Source: an optimization exercise on an open RTL-to-GDS flow (aim: small area, a short achievable clock period and few clock cycles per item). Production flows keep margins and buffers that such runs may drop.
RTL that was checked went through simulation tests only; none was proved equivalent to the original.
For runs 3 and 4, only the layout was checked, not whether the RTL still works.
Power figures rest on the tool's default switching activity, not on a simulated workload.

==> flow/design.v, too long to show whole: its modules and the start of the top module <==
// module ep_div_stage: 18 lines
// module ep_fa: 10 lines
// module ep_filter_stream: 1929 lines
module ep_filter_stream #(
  parameter int unsigned PIX_W = 8,
  parameter int unsigned WIN   = 3,
  parameter int unsigned WGT_W = 4
) (
  input  logic                     clk,
  input  logic                     rst_n,
  input  logic                     in_valid,
  output logic                     in_ready,
  input  logic [WIN*WIN*PIX_W-1:0] in_win,
  input  logic                     in_sof,
  input  logic                     in_eol,
  input  logic [3:0]               thr_shift,
  input  logic                     bypass,
  output logic                     out_valid,
  input  logic                     out_ready,
  output logic [PIX_W-1:0]         out_pix,
  output logic                     out_sof,
  output logic                     out_eol
);
  // ...
==> flow/flow/run.sh <==
#!/bin/bash
# The standard layout (the standard.sh, unchanged), except that the port buffers that
# global placement inserts on every input and output are sky130_fd_sc_hd__buf_2 cells rather
# than the resizer's default pick; timing repair still resizes them where it needs to.
# The ORFS tools write their logs under orfs/logs/; make's own output goes to standard.log.
set -euo pipefail
bash standard.sh BUFFER_PORTS_ARGS="-buffer_cell sky130_fd_sc_hd__buf_2" finish > standard.log 2>&1
==> flow/standard.sh <==
#!/bin/bash
# synth_recipe.tcl (not shown) runs the flow's synth.tcl, then flattens the netlist and writes it again
# the make line also repeats each setting of config.mk as NAME=value (left out here)
make -C /OpenROAD-flow-scripts/flow DESIGN_CONFIG=/design/flow/config.mk WORK_HOME=/design/flow/orfs CLKGATE_MAP_FILE= SYNTH_SCRIPT=/design/flow/synth_recipe.tcl "${@:-finish}"
==> flow/config.mk <==
export PLATFORM = sky130hd
export DESIGN_NAME = ep_filter_stream
export DESIGN_NICKNAME = ep_filter_stream
export VERILOG_FILES = /design/flow/design.v
export SDC_FILE = /design/flow/constraint.sdc
export NUM_CORES = 4
export LEC_CHECK = 0
export ABC_AREA = 1
export CAP_MARGIN = 20
export CORE_MARGIN = 2
export CORE_UTILIZATION = 40
export CTS_BUF_LIST = sky130_fd_sc_hd__clkbuf_8
export CTS_CLUSTER_DIAMETER = 50
export CTS_CLUSTER_SIZE = 16
export SETUP_SLACK_MARGIN = 2.0
export SLEW_MARGIN = 20
export SYNTH_HIERARCHICAL = 1
==> flow/constraint.sdc <==
create_clock -name core_clock -period 5.0 [get_ports {clk}]
set_input_delay 1.0000 -clock core_clock [delete_from_list [all_inputs] [get_ports {clk}]]
set_output_delay 1.0000 -clock core_clock [all_outputs]
set_load 0.01 [all_outputs]
==> results.cfg, run 1 <==
[cells_and_area]
syn_to_final_growth_pct = 12.1
fin_cells = 4429
final_util_pct = 45.2
layout_common_cells = nand2_1 (840), dfxtp_1 (339), fa_1 (330), inv_1 (327), nand3_1 (183)
inverters_excl_clock = 354

[synth]
yosys.area_share.simple_pct = 17.2
async_flop_share_pct = 6.04
synth.area.mux_share_pct = 0.168
synth_common_cells = nand2_1 (854), dfxtp_1 (371), fa_1 (346), inv_1 (338), ha_1 (202)
synth-xor-area-share_pct = 3.32
synth_top_area_share_pct = 24.3
yosys_warnings = 8
synth_adder_area_share_pct = 30.9
synth_compound_area_share_pct = 8.42

[power_and_ir_drop]
total_power_mw = 20.0
p_sw_share_pct = 44.0
internal_power_mw = 11.2
power.combinational.fraction_pct = 54.2
power_density_nw_per_um2 = 584

[detailed_routing]
drc = 0
wl_met2_mm = 39.5
via_per_inst = 5.16
first_pass_iters = 5

[die]
initial_core_util_pct = 40.3
num_rows = 101

[critical_path]
path_cells = nand2_1, fa_1, fa_1, fa_1, fa_1
crit_path_end = tL4_s2[10]
slowest_delay_ns = 0.60
critPathArrivalTime_ns = 3.53
r2r-start = w2_s1[1]
critPathRequiredTime_ns = 5.56
cp_max_fo = 10

[clock_tree]
cts_hold_buf = 0
tritoncts = yes

[timing]
max_slew.worst_pin.slew_ns = 0.923
hold_viol = 0
timing.final.crit_share_pct = 59.5
max_clock_freq_mhz = 336

[grt]
use_met3_pct = 3.03
grt-ovfl-total = 0

[status]
status = finished clean

[place]
dpl_cell_area_um2 = 32100
Testbench counts, summed over its fixed seeds: cycles 16,064, items 16,000.
==> inputs of run 2 (changes only) <==
==> flow/run.sh (new file) <==
#!/bin/bash
# synth_recipe.tcl (not shown) runs the flow's synth.tcl, then flattens the netlist and writes it again
# the make line also repeats each setting of config.mk as NAME=value (left out here)
make -C /OpenROAD-flow-scripts/flow DESIGN_CONFIG=/design/flow/config.mk WORK_HOME=/design/flow/orfs CLKGATE_MAP_FILE= SYNTH_SCRIPT=/design/flow/synth_recipe.tcl finish
removed: flow/flow/run.sh
removed: flow/standard.sh
==> results.cfg, run 2 <==
[clock_tree]
cts_hold_buf = 0
cts.sinks = 480
clk_pin_slew_worst_paths_ns = 0.09
htree_num_levels = 2
clock-root-buffer = clkbuf_8
cts_made_buffers = 49
clockBufferDepth = 3
tritoncts = yes
clock_latency_ns = 0.68

[timing]
tns_ns = 0
timing.final.crit_share_pct = 59.2
relSlewSlack_pct = 43.4
hold_viol = 0
report.final.setup_viol = 0
rsz0062_at_grt = yes
finClkSkew_ns = 0.0346
period_minus_slack_ns = 2.96
drv_slew = 0
max_clock_freq_mhz = 338
max_slew.worst_pin.slew_ns = 0.844

[status]
status = finished clean

[synth]
synth-xor-area-share_pct = 3.32
syn_area_per_cell_um2 = 9.32
async_flop_share_pct = 6.04
yosysMostFrequentCell = nand2_1
yosys_warnings = 8
syn_area_um2 = 30600
synth_common_cells = nand2_1 (854), dfxtp_1 (371), fa_1 (346), inv_1 (338), ha_1 (202)
yosys.area_share.simple_pct = 17.2
synth_seq_cells = 480
synth_compound_area_share_pct = 8.42
synthTopCellsByArea = dfxtp_1 (24%), fa_1 (23%), nand2_1 (10%), ha_1 (8.3%), edfxtp_1 (7.9%)
synth-main-ff-cell = dfxtp_1
ys_types = 58
synth-edff-count = 80
yosysSeqAreaShare_pct = 34.5
synth_adder_area_share_pct = 30.9
synth_top_area_share_pct = 24.3
synthCells = 3278
synth_top_family_by_area = adder cells
synth.area.mux_share_pct = 0.168
synth_area_leader_cell = dfxtp_1

[critical_path]
start_kind = flip-flop
cp-end-kind = flip-flop
critPathRequiredTime_ns = 5.55
crit_type = flip-flop to flip-flop
cp_max_fo = 10
critPathArrivalTime_ns = 3.51

[place]
dp_cells = 4301
dp_hpwl_mm = 64.0
gp_congestion = 0.955
dpl_cell_area_um2 = 32600
io_buffers = 94

[detailed_routing]
wl_per_cell_um = 18.6
first_pass_iters = 6
drtIter0Drc = 1715
drt.antenna.violating_nets = 0
vias = 22900
drc = 0
via_per_inst = 5.16
drt_wl_total_mm = 82.7

[power_and_ir_drop]
leakage_nw = 14.8
power_density_nw_per_um2 = 576
max-vdd-ir-drop_uv = 275

[cells_and_area]
reg.largest.list = tL4_s2 (85), fifo_mem (70)
final_common_cell = nand2_1
stdcell_area_um2 = 34700
largest_reg_flops = 85
drive_above_1_share_pct = 9.64
fin_cells = 4435
layout_common_cells = nand2_1 (841), dfxtp_1 (339), fa_1 (329), inv_1 (328), nand3_1 (188)
syn_to_final_growth_pct = 13.5
nets = 4048
top_register = tL4_s2

[grt]
grt_pass1_vias = 22900
grt-ovfl-total = 0
grt_use_total_pct = 21.1
met2_usage_pct = 35.5
grt_max_degree = 62
gr-max-usage-layer = met2
grt_use_met1_pct = 27.6
grt_pass1_wl_mm = 127
use_met3_pct = 2.90
grt_antenna_before_repair = 2

[die]
core_region_area_um2 = 75800
die-width_um = 280
num_rows = 101
die_h_um = 280
initial_core_util_pct = 40.3
io_pins = 95
dieArea_um2 = 78600

[min_path]
min_path_type = flip-flop to flip-flop

[flow_run]
cap_violations = 0
run 2: cell counts after synthesis:
Identical to the previous run, type by type.
run 2: kinds of logic after synthesis:
kind of cell / count (synthesis)
other: 2
muxes: 5
buffers and inverters: 434
AOI/OAI and AO/OA: 425
DFF: 480
adders and majority gates: 548
xor gates and xnor gates: 116
and+or+nand+nor: 1268
run 2: Yosys stat by module, one instance, submodules excluded:
module	cells	area, um^2	copies in the design
ep_filter_stream	2970	24400	1
ep_fa	1	20.0	308
run 2: power by group:
| group | switching (mW) | leakage [nW] | internal (mW) |
|---|---|---|---|
| Combinational | 6.19 | 10.0 | 4.72 |
| Sequential | 1.02 | 4.19 | 5.39 |
| Clock | 1.57 | 0.560 | 1.10 |
run 2: per-stage QoR:
step	utilization, %	power (mW)	worst slack, ns	hold slack [ns]
floorplan	-	14.4	1.63	0.310
global placement	43.0	17.2	0.726	0.310
detailed placement	43.0	17.4	0.675	0.312
CTS	45.3	20.2	2.00	0.325
global route	45.7	22.1	1.97	0.327
finish	45.7	20.0	2.04	0.326
run 2: worst max-delay path, cell delays in order (launching register included):
cell and delay (ns):
dfxtp_2 0.60, nand2_1 0.15, fa_1 0.59, fa_1 0.46, fa_1 0.60, fa_1 0.43
run 2: final timing paths:
path / to / from / slack (ns) / cells after the start
min in group asynchronous: owed[3] / rst_n / 0.69 / 2
max in group asynchronous: rd_oh[0] / rst_n / 4.00 / 2
worst min register to register: eol_s7 / eol_s6 / 0.33 / 0
worst min-delay path: eol_s7 / eol_s6 / 0.33 / 0
worst max-delay path: tL4_s2[31] / w8_s1[2] / 2.04 / 5
worst max register to register: tL4_s2[31] / w8_s1[2] / 2.04 / 5
run 2: per-layer routing:
| metal | part of all wire [%] | wire length, um |
|---|---|---|
| met5 | 0 | 0 |
| met2 | 47 | 39000 |
| met4 | 3.8 | 3180 |
| met1 | 43 | 35500 |
| met3 | 6.0 | 4960 |
run 2: cell type report:
class                   instances  area (um^2)
flip-flops and latches        480        10600
clock inverters                36          338
repair buffers                158         1540
clock buffers                  54          743
well taps                     978         1220
fillers                      7297        41100
diodes                          1         2.50
multi-input cells            2374        18900
inverters                     354         1360
run 2: what timing repair did:
item / in CTS / in global routing
buffers inserted: 29 / 13
pin swaps: 10 / 28
endpoints found under the setup margin: 85 / 38
gates resized for setup: 106 / 106
cloned: 0 / 1
==> inputs of run 3 (changes only) <==
--- a/flow/design.v
+++ b/flow/design.v
@@ -31,6 +31,33 @@
   assign s  = a ^ b ^ c;
   assign co = (a & b) | (a & c) | (b & c);
 endmodule
+module ep_absdiff (
+  input  logic [7:0] p,
+  input  logic [7:0] c,
+  input  logic [7:0] x,
+  output logic [7:0] a
+);
+  logic [7:0] gl [4];
+  logic [7:0] pl [4];
+  logic [7:0] cin0, cin1;
+  assign gl[0] = p & ~c;
+  assign pl[0] = x;
+  for (genvar l = 0; l < 3; l++) begin : g_lvl
+    for (genvar i = 0; i < 8; i++) begin : g_bit
+      if ((i >> l) % 2 == 1) begin : g_op
+        localparam int J = ((i >> l) << l) - 1;
+        assign gl[l+1][i] = gl[l][i] | (pl[l][i] & gl[l][J]);
+        assign pl[l+1][i] = pl[l][i] & pl[l][J];
+      end else begin : g_pass
+        assign gl[l+1][i] = gl[l][i];
+        assign pl[l+1][i] = pl[l][i];
+      end
+    end
+  end
+  assign cin0 = {gl[3][6:0], 1'b0};
+  assign cin1 = {gl[3][6:0] | pl[3][6:0], 1'b1};
+  assign a    = gl[3][7] ? (x ^ cin1) : ~(x ^ cin0);
+endmodule
 module ep_filter_stream #(
   parameter int unsigned PIX_W = 8,
   parameter int unsigned WIN   = 3,
==> flow/flow/run.sh (new file) <==
#!/bin/bash
# The standard layout (the standard.sh, unchanged), except that the port buffers that
# global placement inserts on every input and output are sky130_fd_sc_hd__buf_2 cells rather
# than the resizer's default pick; timing repair still resizes them where it needs to.
# The ORFS tools write their logs under orfs/logs/; make's own output goes to standard.log.
set -euo pipefail
bash standard.sh BUFFER_PORTS_ARGS="-buffer_cell sky130_fd_sc_hd__buf_2" finish > standard.log 2>&1
==> flow/standard.sh (new file) <==
#!/bin/bash
# synth_recipe.tcl (not shown) runs the flow's synth.tcl, then flattens the netlist and writes it again
# the make line also repeats each setting of config.mk as NAME=value (left out here)
make -C /OpenROAD-flow-scripts/flow DESIGN_CONFIG=/design/flow/config.mk WORK_HOME=/design/flow/orfs CLKGATE_MAP_FILE= SYNTH_SCRIPT=/design/flow/synth_recipe.tcl "${@:-finish}"
--- a/flow/config.mk
+++ b/flow/config.mk
@@ -12,6 +12,6 @@
 export CTS_BUF_LIST = sky130_fd_sc_hd__clkbuf_8
 export CTS_CLUSTER_DIAMETER = 50
 export CTS_CLUSTER_SIZE = 16
-export SETUP_SLACK_MARGIN = 2.0
+export SETUP_SLACK_MARGIN = 2.1
 export SLEW_MARGIN = 20
 export SYNTH_HIERARCHICAL = 1
removed: flow/run.sh
==> results.cfg, run 3 <==
[place]
dp_hpwl_mm = 63.3
io_buffers = 94
gp_congestion = 0.944
pre_cts_slack_ns = 0.849
dp_cells = 4292

[synth]
synth-edff-count = 80
yosys_warnings = 8
synth_common_cells = nand2_1 (854), dfxtp_1 (371), fa_1 (346), inv_1 (338), ha_1 (202)
yosysSeqAreaShare_pct = 34.5
synth_seq_cells = 480
synthCells = 3278
syn_area_um2 = 30600
synth-main-ff-cell = dfxtp_1
yosysMostFrequentCell = nand2_1
ys_types = 58
synth_area_leader_cell = dfxtp_1
syn_area_per_cell_um2 = 9.32
synthTopCellsByArea = dfxtp_1 (24%), fa_1 (23%), nand2_1 (10%), ha_1 (8.3%), edfxtp_1 (7.9%)
synth_top_area_share_pct = 24.3
async_flop_share_pct = 6.04

[grt]
grt_use_total_pct = 21.2
grt_pass1_wl_mm = 128
grt_pass1_vias = 22800
grt-ovfl-total = 0
grt_max_degree = 62
grt_antenna_before_repair = 2

[clock_tree]
clock_latency_ns = 0.69
clk_pin_slew_worst_paths_ns = 0.10
cts.sinks = 480
clockBufferDepth = 3
cts_made_buffers = 50
clock-root-buffer = clkbuf_8
cts_hold_buf = 0
htree_num_levels = 2
tritoncts = yes

[critical_path]
r2r-start = p2_s1[3]
rr_endpoint = tL4_s2[16]
reg2reg_depth = 5
rrSetupSlack_ns = 2.12
crit_type = flip-flop to flip-flop
cp-end-kind = flip-flop
startpoint = p2_s1[3]
critPathArrivalTime_ns = 3.44
cp_max_fo = 4
critPathRequiredTime_ns = 5.56
start_kind = flip-flop

[cells_and_area]
layout_common_cells = nand2_1 (822), dfxtp_1 (334), fa_1 (327), inv_1 (325), nand3_1 (180)
fillers = 7264
fin_cells = 4454
drive_above_1_share_pct = 14.1
final_common_cell = nand2_1
top_register = tL4_s2
syn_to_final_growth_pct = 13.7
nets = 4067
reg.largest.list = tL4_s2 (85), fifo_mem (70)
largest_reg_flops = 85
final_util_pct = 45.8

[die]
initial_core_util_pct = 40.3
die-width_um = 280
io_pins = 95
die_h_um = 280
dieArea_um2 = 78600
core_region_area_um2 = 75800
num_rows = 101

[timing]
max_clock_freq_mhz = 347
drv_slew = 0
tns_ns = 0
report.final.setup_viol = 0
timing.final.crit_share_pct = 57.6
finClkSkew_ns = 0.0310
max_slew.worst_pin.slew_ns = 0.938
worst_slack_ns = 2.12
hold_viol = 0
rsz0062_at_grt = yes
relSlewSlack_pct = 37.1
period_minus_slack_ns = 2.88

[power_and_ir_drop]
internal_power_mw = 11.3
p_seq_share_pct = 31.8
power_density_nw_per_um2 = 578
p_clk_share_pct = 13.7
leakage_nw = 14.7
p_sw_share_pct = 44.0
power.combinational.fraction_pct = 54.4
p_sw_mw = 8.85
max-vdd-ir-drop_uv = 304

[detailed_routing]
first_pass_iters = 6
via_per_inst = 5.16
vias = 23000
drc = 0
drt_wl_total_mm = 83.6
drtIter0Drc = 1578
wl_per_cell_um = 18.8
drt.antenna.violating_nets = 0

[flow_run]
cap_violations = 0

[min_path]
min_path_type = input port to async pin

[status]
status = finished clean
-- run 3: cell types whose count changed in the layout (fill, tap and decap cells not counted), sizes merged --
cell and delta:
buf +110, inv +6, dlymetal6s2s -26, clkinv -2
clkbuf -8, nand3 -1, bufbuf +1, clkdlybuf4s50 -51
clkinvlp -3, bufinv +1, dlygate4sd2 -8
-- run 3: how the worst max path moves through the flow --
| stage | to | slack, ns | depth (start not counted) |
|---|---|---|---|
| final | tL4_s2[16] | 2.12 | 5 |
| after floorplan | w2_s1[0] | 1.63 | 18 |
| after global placement | w2_s1[2] | 0.86 | 19 |
| after CTS | w6_s1[1] | 2.10 | 18 |
| after global routing | w3_s1[2] | 2.02 | 18 |
| after detailed placement | w2_s1[0] | 0.85 | 19 |
-- run 3: per-layer routing --
metal  GRT usage (%)  vias to the layer above  wire length, um
met2            35.8                      814            39700
li1                -                    10900                -
met5               0                        -                0
met4            8.78                        0             3560
met3            3.31                      213             5380
met1            27.0                    11000            34900
-- run 3: power by group through the flow --
stage          registers [mW]  logic, mW  clock network, mW
2_1_floorplan            5.98       8.43                  0
3_3_place_gp             6.47       10.6                  0
3_5_place_dp             6.50       10.8                  0
4_1_cts                  6.42       10.9               2.84
5_1_grt                  6.53       12.7               3.00
6_report                 6.39       10.9               2.76
-- run 3: Yosys stat by module, one instance, submodules excluded --
module / cell area (um^2) / cells / copies in the design
ep_fa: 20.0 / 1 / 308
ep_filter_stream: 24400 / 2970 / 1
-- run 3: kinds of logic after synthesis --
group | count (synthesis) | share of synthesized area (%)
xor gates and xnor gates | 116 | 3.32
and+or+nand+nor | 1268 | 17.2
adders and majority gates | 548 | 30.9
DFF | 480 | 34.5
AOI/OAI and AO/OA | 425 | 8.42
other | 2 | 0.0246
buffers and inverters | 434 | 5.39
muxes | 5 | 0.168
-- run 3: area by class of cell --
type	instances	area [um^2]	share of cell area [%]
multi-input combinational	2373	19100	55.0
sequential	480	10700	30.7
inverter	354	1360	3.92
timing repair buffer	177	1280	3.68
tap	978	1220	3.52
clock buffer	53	729	2.10
clock inverter	38	384	1.11
antenna	1	2.50	0.00720
-- run 3: metrics by stage --
step | total power, mW | area, um^2 | hold WS [ns]
floorplan | 14.4 | 30600 | 0.310
global placement | 17.1 | 32100 | 0.310
detailed placement | 17.3 | 32100 | 0.312
CTS | 20.1 | 33700 | 0.266
global route | 22.3 | 34800 | 0.332
finish | 20.1 | 34800 | 0.318
-- run 3: critical path: stages (launching register included) --
cell,delay (ns)
dfxtp_1,0.54
nand2_1,0.15
fa_1,0.54
fa_1,0.58
fa_1,0.47
fa_1,0.50
-- run 3: what timing repair did --
action,in CTS,in global routing
setup endpoints to repair,92,53
pin swaps,5,99
cloned,1,0
setup buffers,24,45
gates resized for setup,69,184
==> inputs of run 4 (changes only) <==
--- a/flow/config.mk
+++ b/flow/config.mk
@@ -8,10 +8,11 @@
 export ABC_AREA = 1
 export CAP_MARGIN = 20
 export CORE_MARGIN = 2
-export CORE_UTILIZATION = 40
+export CORE_UTILIZATION = 60
 export CTS_BUF_LIST = sky130_fd_sc_hd__clkbuf_8
 export CTS_CLUSTER_DIAMETER = 50
 export CTS_CLUSTER_SIZE = 16
-export SETUP_SLACK_MARGIN = 2.1
+export PLACE_DENSITY = 0.7
+export SETUP_SLACK_MARGIN = 2.0
 export SLEW_MARGIN = 20
 export SYNTH_HIERARCHICAL = 1
==> results.cfg, run 4 <==
[status]
status = finished clean

[die]
core_region_area_um2 = 50200
die-width_um = 230
num_rows = 82
io_pins = 95
dieArea_um2 = 52800
initial_core_util_pct = 60.9
die_h_um = 230

[critical_path]
crit_type = flip-flop to flip-flop
cp_max_fo = 4
critPathRequiredTime_ns = 5.56
startpoint = p6_s1[7]
r2r-start = p6_s1[7]
start_kind = flip-flop
critPathArrivalTime_ns = 3.56
cp-end-kind = flip-flop

[flow_run]
cap_violations = 0

[grt]
grt_max_degree = 62
grt_use_total_pct = 32.3
grt_antenna_before_repair = 1
gr-max-usage-layer = met2
grt-ovfl-total = 0
met2_usage_pct = 53.3
grt_pass1_vias = 23900
grt_pass1_wl_mm = 130
grt_use_met1_pct = 40.0
use_met3_pct = 5.70

[timing]
relSlewSlack_pct = 32.5
max_slew.worst_pin.slew_ns = 1.01
period_minus_slack_ns = 3.00
report.final.setup_viol = 0
rsz0062_at_grt = yes
max_clock_freq_mhz = 334
timing.final.crit_share_pct = 59.9
hold_viol = 0
drv_slew = 0
finClkSkew_ns = 0.0559
tns_ns = 0

[cells_and_area]
drive_above_1_share_pct = 12.5
diodes = 0
syn_to_final_growth_pct = 11.4
layout_common_cells = nand2_1 (838), dfxtp_1 (338), inv_1 (330), fa_1 (328)
largest_reg_flops = 85
nets = 4054
final_common_cell = nand2_1
reg.largest.list = tL4_s2 (85), fifo_mem (70)
top_register = tL4_s2

[clock_tree]
cts.sinks = 480
clockBufferDepth = 3
clk_pin_slew_worst_paths_ns = 0.09
clock-root-buffer = clkbuf_8
tritoncts = yes
clock_latency_ns = 0.69
htree_num_levels = 2
cts_made_buffers = 48

[place]
dp_hpwl_mm = 65.3
gp_congestion = 1.00
io_buffers = 94

[synth]
synthCells = 3278
synth-edff-count = 80
synthTopCellsByArea = dfxtp_1 (24%), fa_1 (23%), nand2_1 (10%), ha_1 (8.3%), edfxtp_1 (7.9%)
yosysMostFrequentCell = nand2_1
yosysSeqAreaShare_pct = 34.5
synth_seq_cells = 480
synth_area_leader_cell = dfxtp_1
synth_top_area_share_pct = 24.3
yosys_warnings = 8
synth-main-ff-cell = dfxtp_1
async_flop_share_pct = 6.04
ys_types = 58
synth_common_cells = nand2_1 (854), dfxtp_1 (371), fa_1 (346), inv_1 (338), ha_1 (202)
syn_area_um2 = 30600
syn_area_per_cell_um2 = 9.32

[detailed_routing]
wl_per_cell_um = 20.4
drt_wl_total_mm = 84.1
first_pass_iters = 6
vias = 23600
drtIter0Drc = 1657
via_per_inst = 5.71
drc = 0
drt.antenna.violating_nets = 0

[power_and_ir_drop]
power_density_nw_per_um2 = 595
max-vdd-ir-drop_uv = 339
total_power_mw = 20.3
leakage_nw = 14.6

[min_path]
min_path_type = flip-flop to flip-flop
min_from = nq_s4[3]
==> run 4: cell counts after synthesis <==
Identical to the previous run, type by type.
==> run 4: kinds of logic (layout without fill, tap and decap cells) <==
logic type / count (synthesis) / after routing / synth area share [%]
compound gates: 425 / 425 / 8.42
xor+xnor: 116 / 116 / 3.32
fa+ha+maj: 548 / 548 / 30.9
buf+inv: 434 / 609 / 5.39
flops: 480 / 480 / 34.5
mux: 5 / 5 / 0.168
other cells: 2 / 11 / 0.0246
simple gates: 1268 / 1268 / 17.2
==> run 4: metrics by stage <==
| step | utilization, % | hold WS (ns) | instances | cell area [um^2] | worst slack [ns] |
|---|---|---|---|---|---|
| final | 67.9 | 0.300 | 4134 | 34000 | 2.00 |
| after global routing | 67.9 | 0.302 | 4134 | 34000 | 1.95 |
| after CTS | 66.2 | 0.278 | 4099 | 33200 | 2.00 |
| after detailed placement | 63.3 | 0.312 | 3992 | 31800 | 0.795 |
| after global placement | 63.2 | 0.310 | 3990 | 31700 | 0.898 |
| after floorplan | - | 0.310 | 3287 | 30600 | 1.63 |
==> run 4: timing repair <==
action	CTS	global route
pin swaps	3	54
gates resized for setup	53	129
setup endpoints to repair	89	41
hold buffers	0	0
cloned	0	0
setup buffers	18	35
==> run 4: where the power goes <==
part,internal (mW),switching [mW]
combinational,4.68,6.28
clock,1.29,1.54
sequential,5.40,1.06
==> run 4: cell type report <==
| cell class | count | area [um^2] |
|---|---|---|
| multi-input combinational | 2373 | 18900 |
| fill | 3995 | 16100 |
| sequential | 480 | 10600 |
| inverter | 354 | 1360 |
| timing repair buffer | 166 | 1170 |
| tap | 672 | 841 |
| clock buffer | 50 | 688 |
| clock inverter | 39 | 475 |
==> run 4: path summary, 6_finish.rpt <==
kind | endpoint | slack (ns) | cells past startpoint
worst max-delay path | tL4_s2[55] | 2.00 | 5
worst min-delay path | nq_s5[5] | 0.30 | 0
worst max register to register | tL4_s2[55] | 2.00 | 5
worst min register to register | nq_s5[5] | 0.30 | 0
max in group asynchronous | wr_oh[5] | 4.27 | 1
min in group asynchronous | rd_oh[4] | 0.31 | 1
==> run 4: worst max-delay path, stage by stage, from the launching register on <==
cell	delay, ns
dfxtp_1	0.59
nand2_1	0.18
fa_1	0.55
fa_1	0.60
fa_1	0.45
fa_1	0.49
==> run 4: per-layer routing <==
layer  wire [um]  vias up  part of all wire [%]
li1            -    10900                     -
met1       32700    11400                    39
met2       39700     1023                    47
met3        5980      302                   7.1
met4        5720        0                   6.8
met5           0        -                     0
==> run 4: Yosys stat by module (local to each module, per instance) <==
module	cell area, um^2	cells inside	copies in the design
ep_filter_stream	24400	2970	1
ep_fa	20.0	1	308

what the ideal ports hide:
How much do the figures lean on ideal ports? The routed layouts below were timed once more, with nothing changed but the port constraints. Step 1 (the two cells are an assumption about what drives the block):
set clk [get_ports {clk}]
set_driving_cell -lib_cell sky130_fd_sc_hd__clkbuf_16 $clk
set_driving_cell -lib_cell sky130_fd_sc_hd__buf_2 [delete_from_list [all_inputs] $clk]
Step 2 adds t to the input delays and takes it off the output delays; t is the mean of the earliest and latest rising clock arrival at the registers after step 1. Input paths then give back, and output paths get back, about the clock's delay inside the block. Three values: ideal, step 1, step 2; two values: the first two.
run	t (ns)	setup WS [ns]	worst hold slack (ns)	worst setup path at the end	worst register clock-pin slew, ns
run 1	0.737	2.025 / 2.025 / 1.295	0.318 / 0.283 / 0.318	input to register	0.11 / 0.11
run 2	0.726	2.039 / 2.039 / 1.360	0.326 / 0.326 / 0.326	input to register	0.10 / 0.10
run 3	0.736	2.122 / 2.051 / 1.316	0.318 / 0.281 / 0.318	input to register	0.10 / 0.10
run 4	0.728	2.003 / 2.003 / 1.381	0.300 / 0.276 / 0.300	input to register	0.10 / 0.10
After both steps every run listed still meets setup and hold. The setup slack of run 3, which loses most, moves by -0.071 ns with the drivers and by -0.806 ns with both steps.
